Background: an optimization exercise with open tools, aiming at small area, a short achievable clock period and few clock cycles per item. Do not read the settings as production practice. RTL that was checked went through simulation tests only; none was proved equivalent to the original.

// velocity_reflector
module velocity_reflector #(
  parameter int unsigned WIDTH      = billiard_fx_pkg::WIDTH,
  parameter int unsigned FRAC_WIDTH = billiard_fx_pkg::FRAC_WIDTH
) (
  input  logic             clk,
  input  logic             rst_n,
  input  logic             in_valid,
  output logic             in_ready,
  input  logic [WIDTH-1:0] vx,
  input  logic [WIDTH-1:0] vy,
  input  logic [WIDTH-1:0] nx,
  input  logic [WIDTH-1:0] ny,
  output logic             out_valid,
  input  logic             out_ready,
  output logic [WIDTH-1:0] vx_out,
  output logic [WIDTH-1:0] vy_out,
  output logic             out_reflected,
  output logic             out_sat
);
clock: 16.0 ns
lec_check: 0
abc_area: 1
cap_margin: 20
core_margin: 2
core_utilization: 40
place_density: 0.6
slew_margin: 20
standard.sh (not shown) runs the stock make flow with config.mk's settings and CLKGATE_MAP_FILE= SYNTH_SCRIPT=/design/flow/synth_recipe.tcl, a recipe that flattens the netlist after the stock synthesis.
==> flow/flow/run.sh <==
#!/bin/bash
set -euo pipefail
MARGIN=$(cat flow/margin.txt)
bash standard.sh SETUP_SLACK_MARGIN=$MARGIN finish > standard_flow.log 2>&1
==> flow/flow/margin.txt <==
8
Next try:
==> flow/run.sh (new file) <==
#!/bin/bash
# synth_recipe.tcl (not shown) runs the flow's synth.tcl, then flattens the netlist and writes it again
# the make line also repeats each setting of config.mk as NAME=value (left out here)
make -C /OpenROAD-flow-scripts/flow DESIGN_CONFIG=/design/flow/config.mk WORK_HOME=/design/flow/orfs CLKGATE_MAP_FILE= SYNTH_SCRIPT=/design/flow/synth_recipe.tcl finish
--- a/flow/config.mk
+++ b/flow/config.mk
@@ -12,2 +12,3 @@
 export PLACE_DENSITY = 0.6
+export SETUP_SLACK_MARGIN = 5
 export SLEW_MARGIN = 20
removed: flow/flow/run.sh
removed: flow/flow/margin.txt
removed: flow/standard.sh
Fmax is lower by 13%; non-clock buffer count goes down by 351; worst setup slack gets worse by 1.4 ns; hold slack is better by 0.0033 ns; clock skew rises by 0.014 ns; utilization goes down by 4.8 points; register-to-register slack degrades by 1.4 ns; critical path depth is higher by 7.
No run of this note included a check of the RTL's function; only the layout flow was run.

---

Another version of the RTL of velocity_reflector (not shown whole).
Size in the first run: about 330 flip-flops, roughly 200 I/O pins, ~0.062 mm^2 of cells after synthesis.
==> flow/config.mk <==
export PLATFORM = sky130hd
export DESIGN_NAME = velocity_reflector
export DESIGN_NICKNAME = velocity_reflector
export VERILOG_FILES = /design/flow/design.v
export SDC_FILE = /design/flow/constraint.sdc
export NUM_CORES = 4
export LEC_CHECK = 0
export ABC_AREA = 1
export CAP_MARGIN = 20
export CORE_MARGIN = 2
export CORE_UTILIZATION = 40
export PLACE_DENSITY = 0.6
export SLEW_MARGIN = 20
==> flow/constraint.sdc <==
create_clock -name core_clock -period 16.0 [get_ports {clk}]
set_input_delay 3.2000 -clock core_clock [delete_from_list [all_inputs] [get_ports {clk}]]
set_output_delay 3.2000 -clock core_clock [all_outputs]
set_load 0.01 [all_outputs]
==> flow/flow/run.sh <==
#!/bin/bash
set -euo pipefail
MARGIN=$(cat flow/margin.txt)
bash standard.sh SETUP_SLACK_MARGIN=$MARGIN finish > standard_flow.log 2>&1
==> flow/flow/margin.txt <==
6
The first run completed with no timing, DRC or antenna violations.
Testbench counts at the start, summed over its fixed seeds: cycles 3,684, items 2,400.
Next try:
==> flow/run.sh (new file) <==
#!/bin/bash
# synth_recipe.tcl (not shown) runs the flow's synth.tcl, then flattens the netlist and writes it again
# the make line also repeats each setting of config.mk as NAME=value (left out here)
make -C /OpenROAD-flow-scripts/flow DESIGN_CONFIG=/design/flow/config.mk WORK_HOME=/design/flow/orfs CLKGATE_MAP_FILE= SYNTH_SCRIPT=/design/flow/synth_recipe.tcl finish
- CORE_UTILIZATION: 40 -> 60
- PLACE_DENSITY: 0.6 -> 0.75
- SETUP_SLACK_MARGIN: unset -> 5
removed: flow/flow/run.sh
removed: flow/flow/margin.txt
removed: flow/standard.sh
Effect: The new run completed with no timing, DRC or antenna violations. Wire length goes down by about 11%. Via count goes down by 1.5%. Clock skew goes up by 0.017 ns. Hold slack hardly moves.
Next try:
- CAP_MARGIN: 20 -> 0
- CORE_UTILIZATION: 60 -> 40
- PLACE_DENSITY: 0.75 -> 0.6
- SLEW_MARGIN: 20 -> 0
Effect: The changed run finished with timing, DRC and antenna clean. Worst setup slack improved by 0.023 ns. Area after synthesis does not change. Flip-flop and latch count does not change. Final cell count increases by 7.0%. Routed wire length is higher by 5.4%. Sequential share of layout area is about the same. Die area rises by 49%. Hold slack hardly moves. Core utilization drops by 22 points. Via count goes down by 3.2%.
Next try:
- CAP_MARGIN: 0 -> 20
- SLEW_MARGIN: 0 -> 20
The changed run completed with no timing, DRC or antenna violations; first-iteration DRC count came out lower by about 5%; final cell count hardly moves; clock-buffer cell count is unchanged; hold slack is about the same; critical path depth came out lower by 4.
Next try:
==> flow/flow/run.sh (new file) <==
#!/bin/bash
set -euo pipefail
MARGIN=$(cat flow/margin.txt)
bash standard.sh SETUP_SLACK_MARGIN=$MARGIN finish > standard_flow.log 2>&1
==> flow/flow/margin.txt (new file) <==
8
==> flow/standard.sh (new file) <==
#!/bin/bash
# synth_recipe.tcl (not shown) runs the flow's synth.tcl, then flattens the netlist and writes it again
# the make line also repeats each setting of config.mk as NAME=value (left out here)
make -C /OpenROAD-flow-scripts/flow DESIGN_CONFIG=/design/flow/config.mk WORK_HOME=/design/flow/orfs CLKGATE_MAP_FILE= SYNTH_SCRIPT=/design/flow/synth_recipe.tcl "${@:-finish}"
- SETUP_SLACK_MARGIN: 5 -> unset
removed: flow/run.sh
What happened: The new run finished with timing, DRC and antenna clean; clock skew increases by 0.072 ns; core utilization increases by 4.6 points; sequential share of layout area decreases by 1.1 points; worst setup slack gets better by 0.68 ns; synthesized area does not change; count of clock-buffer cells in the layout increases by 9; fmax increases by 6.8%; via count increases by 4.1%; critical path depth increases by 1; die area stays the same.
Next try:
==> flow/run.sh (new file) <==
#!/bin/bash
# synth_recipe.tcl (not shown) runs the flow's synth.tcl, then flattens the netlist and writes it again
# the make line also repeats each setting of config.mk as NAME=value (left out here)
make -C /OpenROAD-flow-scripts/flow DESIGN_CONFIG=/design/flow/config.mk WORK_HOME=/design/flow/orfs CLKGATE_MAP_FILE= SYNTH_SCRIPT=/design/flow/synth_recipe.tcl finish
- SETUP_SLACK_MARGIN: unset -> 4
removed: flow/flow/run.sh
removed: flow/flow/margin.txt
removed: flow/standard.sh
The new run passed the timing, DRC and antenna checks.
Wire length shrinks by roughly a tenth.
Via count falls by a few percent.
Fmax goes down by roughly a tenth.
Design area drops by roughly a tenth.
Count of clock-buffer cells in the layout fell by 12.

---

velocity_reflector, a different RTL version from the one above (not shown whole).
Size in the first run: ~9,500 cells after synthesis, roughly 810 flip-flops, about 85,000 µm² of cells after synthesis.
==> flow/design.v (excerpt) <==
module velocity_reflector #(
  parameter int unsigned WIDTH      = billiard_fx_pkg::WIDTH,
  parameter int unsigned FRAC_WIDTH = billiard_fx_pkg::FRAC_WIDTH
) (
  input  logic             clk,
  input  logic             rst_n,
  input  logic             in_valid,
  output logic             in_ready,
  input  logic [WIDTH-1:0] vx,
  input  logic [WIDTH-1:0] vy,
  input  logic [WIDTH-1:0] nx,
  input  logic [WIDTH-1:0] ny,
  output logic             out_valid,
  input  logic             out_ready,
  output logic [WIDTH-1:0] vx_out,
  output logic [WIDTH-1:0] vy_out,
  output logic             out_reflected,
  output logic             out_sat
);
export LEC_CHECK = 0
export ABC_AREA = 1
export CAP_MARGIN = 20
export CORE_MARGIN = 2
export CORE_UTILIZATION = 40
export PLACE_DENSITY = 0.6
export SLEW_MARGIN = 20
create_clock -name core_clock -period 16.0 [get_ports {clk}]
==> flow/flow/run.sh <==
#!/bin/bash
set -euo pipefail
MARGIN=$(cat flow/margin.txt)
bash standard.sh SETUP_SLACK_MARGIN=$MARGIN finish > standard_flow.log 2>&1
==> flow/flow/margin.txt <==
10.5
Testbench counts at the start, summed over its fixed seeds: cycles 3,698, items 2,400.
Then changed:
==> flow/flow/margin.txt (replaced) <==
9.5
What happened:
- global-route usage decreases by 4.6 points
- worst hold slack hardly moves
- cell area fell by about a fifth
- routed wire length shrinks by about a fifth
- clock skew grows by 7.5 ps

---

== trial 79 ==
velocity_reflector, a different RTL version from the one above (not shown whole).
Size in the first run: roughly 9400 cells after synthesis, about 820 flip-flops, ~200 I/O pins.
==> flow/design.v (excerpt) <==
module velocity_reflector #(
  parameter int unsigned WIDTH      = billiard_fx_pkg::WIDTH,
  parameter int unsigned FRAC_WIDTH = billiard_fx_pkg::FRAC_WIDTH
) (
  input  logic             clk,
  input  logic             rst_n,
  input  logic             in_valid,
  output logic             in_ready,
  input  logic [WIDTH-1:0] vx,
  input  logic [WIDTH-1:0] vy,
  input  logic [WIDTH-1:0] nx,
  input  logic [WIDTH-1:0] ny,
  output logic             out_valid,
  input  logic             out_ready,
  output logic [WIDTH-1:0] vx_out,
  output logic [WIDTH-1:0] vy_out,
  output logic             out_reflected,
  output logic             out_sat
);
==> flow/config.mk <==
export PLATFORM = sky130hd
export DESIGN_NAME = velocity_reflector
export DESIGN_NICKNAME = velocity_reflector
export VERILOG_FILES = /design/flow/design.v
export SDC_FILE = /design/flow/constraint.sdc
export NUM_CORES = 4
export LEC_CHECK = 0
export ABC_AREA = 1
export CAP_MARGIN = 20
export CORE_MARGIN = 2
export CORE_UTILIZATION = 40
export PLACE_DENSITY = 0.6
export SLEW_MARGIN = 20
==> flow/constraint.sdc <==
create_clock -name core_clock -period 16.0 [get_ports {clk}]
set_input_delay 3.2000 -clock core_clock [delete_from_list [all_inputs] [get_ports {clk}]]
set_output_delay 3.2000 -clock core_clock [all_outputs]
set_load 0.01 [all_outputs]
==> flow/flow/margin.txt <==
9.0
Scripts as last shown in full above: flow/flow/run.sh
Trial 79 reached the end of the flow, and the finished layout is clean on the timing, DRC and antenna checks.
Testbench counts of trial 79, summed over its fixed seeds: cycles 3,698, items 2,400.
> inputs changed (trial 79 -> trial 43)
==> flow/flow/margin.txt <==
9.5
--- outcome ---
Trial 43 ended up with a higher post-CTS setup-driven buffer insertion count than trial 79 did.
Trial 43 and trial 79 all finish clean.
Buffer count excluding the clock tree in the final layout of trial 43 exceeds that of trial 79 by a little under 10%.
Compared to trial 79, the router laid down more metal wire for trial 43.
Taking trial 79 as the reference, in trial 43 slew at the pin closest to its max-slew limit +0.067 ns, part of the cycle the worst path needs saw a decrease.
[trial 43] sum of met3 wire segment lengths after detailed routing rose about 4% relative to trial 79

-- static timing again, ports no longer ideal --
The flow's constraints put no driver on any port. The routed layouts listed below were extracted and timed again, unchanged, in two steps. Step 1 (the two cells are an assumption about what drives the block):
set clk [get_ports {clk}]
set_driving_cell -lib_cell sky130_fd_sc_hd__clkbuf_16 $clk
set_driving_cell -lib_cell sky130_fd_sc_hd__buf_2 [delete_from_list [all_inputs] $clk]
Step 2, shift: input delay + t, output delay - t, t = (earliest + latest rising clock arrival at the registers) / 2. This alone moves slack from input paths to output paths. Slacks: no drivers / after step 1 / after step 2; pairs: no drivers / after step 1.
run	shift t [ns]	setup WS [ns]	worst hold slack (ns)	clock arrival spread, ns
the first run of note 1	0.728	6.760 / 6.760 / 6.760	0.445 / 0.445 / 0.445	0.077 / 0.077
the second run of note 1	0.717	5.350 / 5.350 / 5.350	0.449 / 0.449 / 0.449	0.089 / 0.090
the first run of note 2	0.671	6.166 / 6.166 / 6.166	0.449 / 0.449 / 0.449	0.056 / 0.055
the second run of note 2	0.679	5.336 / 5.336 / 5.336	0.447 / 0.447 / 0.447	0.073 / 0.073
the third run of note 2	0.685	5.359 / 5.359 / 5.359	0.449 / 0.449 / 0.449	0.040 / 0.040
the fourth run of note 2	0.680	5.319 / 5.319 / 5.319	0.447 / 0.447 / 0.447	0.031 / 0.031
the fifth run of note 2	0.727	5.997 / 5.997 / 5.997	0.448 / 0.448 / 0.448	0.103 / 0.102
the sixth run of note 2	0.681	4.523 / 4.523 / 4.523	0.447 / 0.447 / 0.447	0.049 / 0.049
the first run of note 3	0.860	10.148 / 10.148 / 9.977	0.449 / 0.449 / 0.449	0.128 / 0.128
the second run of note 3	0.875	9.536 / 9.536 / 9.536	0.447 / 0.447 / 0.447	0.141 / 0.140
trial 79	0.844	9.118 / 9.118 / 9.118	0.439 / 0.439 / 0.439	0.080 / 0.079
trial 43	0.815	9.487 / 9.487 / 9.487	0.444 / 0.444 / 0.444	0.053 / 0.053
After both steps setup and hold are still met in every run listed. For the first run of note 3, which loses most, drivers alone change the setup slack by 0.000 ns; drivers and shift together by -0.171 ns.
